This is an optimization exercise on Yosys and OpenROAD, whose aim is small area, a short achievable clock period and few clock cycles per item, not a production implementation. Function was checked by simulation only, so behaviour that the tests miss may differ from the original.

==> flow/design.v (excerpt) <==
module pe (
    input  logic                          clk,
    input  logic                          i_reset,
    input  logic                          i_input_ready,
    input  logic                          i_mode,
    input  logic [pe_pkg::TILE_W-1:0]     i_in,
    input  logic [pe_pkg::TILE_W-1:0]     i_w,
    input  logic [pe_pkg::TILE_ELEMS-1:0] i_in_mask,
    input  logic [pe_pkg::TILE_ELEMS-1:0] i_w_mask,
    output logic                          o_ready,
    output logic                          o_result_valid,
    output logic [pe_pkg::DATA_W-1:0]     o_result
);
For scale: roughly 4800 cells after synthesis, about 280 flip-flops, about 0.036 mm2 of cells after synthesis.
clock: 11.0 ns
lec_check: 0
abc_area: 1
cap_margin: 20
core_margin: 2
core_utilization: 40
slew_margin: 20
standard.sh (not shown) runs the stock make flow with config.mk's settings and CLKGATE_MAP_FILE= SYNTH_SCRIPT=/design/flow/synth_recipe.tcl, a recipe that flattens the netlist after the stock synthesis.
==> flow/flow/run.sh <==
#!/bin/bash
set -euo pipefail
export BUFFER_PORTS_ARGS="-buffer_cell sky130_fd_sc_hd__buf_1"
export SETUP_SLACK_MARGIN=6.5
bash standard.sh finish > standard_flow.log 2>&1
Testbench counts at the start, summed over its fixed seeds: cycles 14,712, items 4,000.
Edit:
--- a/flow/design.v
+++ b/flow/design.v
@@ -164,20 +164,19 @@
     logic [35:0] row2;
     logic [35:0] row_q2;
     logic [35:0] acc;
     logic [35:0] acc_in;
     logic [35:0] s1;
     logic [35:0] c1;
     logic [35:0] acc_s;
     logic [35:0] c2;
     logic [35:0] acc_c;
-    logic          valid_q;
-    logic          valid_qq;
+    logic          reset_q;
     logic          last_q;
     logic          last_qq;
     logic          clr_q;
     logic p0_0_1;
     logic p0_0_2;
     logic p0_0_3;
     logic p0_0_4;
     logic p0_0_5;
     logic p0_0_6;
@@ -1294,21 +1293,21 @@
     logic s1117;
     logic c1118;
     logic s1119;
     logic c1120;
     logic s1121;
     logic c1122;
     logic s1123;
     logic c1124;
     always_ff @(posedge clk) begin
-        act_q0 <= ~i_act[19:0];
+        act_q0 <= ~(i_act[19:0] & {20{i_valid}});
         wgt_q0 <= i_wgt[19:0];
-        act_q1 <= ~i_act[39:20];
+        act_q1 <= ~(i_act[39:20] & {20{i_valid}});
         wgt_q1 <= i_wgt[39:20];
     end
     assign one_q0[0] = ~(wgt_q0[0] ^ 1'b0);
     assign two_q0[0] = ~((wgt_q0[1] & ~wgt_q0[0] & ~1'b0) | (~wgt_q0[1] & wgt_q0[0] & 1'b0));
     assign neg_q0[0] = wgt_q0[1];
     assign one_q0[1] = ~(wgt_q0[2] ^ wgt_q0[1]);
     assign two_q0[1] = ~((wgt_q0[3] & ~wgt_q0[2] & ~wgt_q0[1]) | (~wgt_q0[3] & wgt_q0[2] & wgt_q0[1]));
     assign neg_q0[1] = wgt_q0[3];
     assign one_q0[2] = ~(wgt_q0[4] ^ wgt_q0[3]);
@@ -2241,32 +2240,31 @@
     assign row2[33] = c1118;
     assign row2[34] = c1120;
     assign row2[35] = c1122;
     always_ff @(posedge clk) begin
         row_q0 <= row0;
         row_q1 <= row1;
         row_q2 <= row2;
     end
     always_ff @(posedge clk) begin
-        if (valid_qq) acc <= acc_s + acc_c;
+        acc <= acc_s + acc_c;
     end
     assign acc_in = clr_q ? '0 : acc;
     for (genvar i = 0; i < 36; i++) begin : g_csa
         pe_fa u_fa1 (.a(acc_in[i]), .b(row_q0[i]), .c(row_q1[i]), .s(s1[i]), .co(c1[i]));
         pe_fa u_fa2 (.a(s1[i]), .b(i == 0 ? 1'b0 : c1[i-1]), .c(row_q2[i]), .s(acc_s[i]), .co(c2[i]));
     end
     assign acc_c = {c2[34:0], 1'b0};
     always_ff @(posedge clk) begin
-        valid_q        <= !i_reset && i_valid;
-        valid_qq       <= !i_reset && valid_q;
+        reset_q        <= i_reset;
         last_q         <= !i_reset && i_last;
         last_qq        <= !i_reset && last_q;
-        clr_q          <= i_reset || last_qq || (clr_q && !valid_qq);
+        clr_q          <= i_reset || reset_q || last_qq;
         o_result_valid <= !i_reset && last_qq;
     end
     assign o_result = acc[35:16];
 endmodule
 module pe_fa (input logic a, input logic b, input logic c, output logic s, output logic co);
     assign s  = a ^ b ^ c;
     assign co = (a & b) | (a & c) | (b & c);
 endmodule
 module pe_ha (input logic a, input logic b, output logic s, output logic co);
The changed run went through all stages and came out clean.
Setup slack improved by 0.16 ns.
Flip-flop and latch count drops by 1.
Fmax is higher by 3.5%.
Area after synthesis decreases by 0.32%.
Final area goes up by 0.74%.
Clock skew goes down by 0.0058 ns.
Worst hold slack improved by 0.029 ns.
Global-route usage shrinks by 0.64 points.
Register-to-register slack gets better by 0.06 ns.
Routed wire length decreases by 1.4%.
Synthesized cell count climbs by 0.46%.
Testbench counts after the change, summed over its fixed seeds: cycles 14,712, items 4,000.

re-timing with driven ports:
In the flow no input, the clock included, has a driving cell. The finished layouts below were timed again as built, in two steps. Step 1 sets driving cells, clkbuf_16 on the clock port and buf_2 on the other inputs (assumed; they add their load-dependent delay and slew). Step 2, shift: input delay + t, output delay - t, t = (earliest + latest rising clock arrival at the registers) / 2. This alone moves slack from input paths to output paths. Slacks: ideal / step 1 / step 2; pairs: ideal / step 1.
| run | t (ns) | slack for setup (ns) | worst hold slack (ns) | worst register clock-pin slew, ns |
|---|---|---|---|---|
| the first run | 0.645 | 6.353 / 6.405 / 5.761 | 0.396 / 0.396 / 0.396 | 0.07 / 0.07 |
| the second run | 0.645 | 6.511 / 6.531 / 5.887 | 0.425 / 0.425 / 0.425 | 0.07 / 0.07 |
After both steps every run listed still meets setup and hold. The setup slack of the second run, which loses most, moves by +0.020 ns with the drivers and by -0.624 ns with both steps.
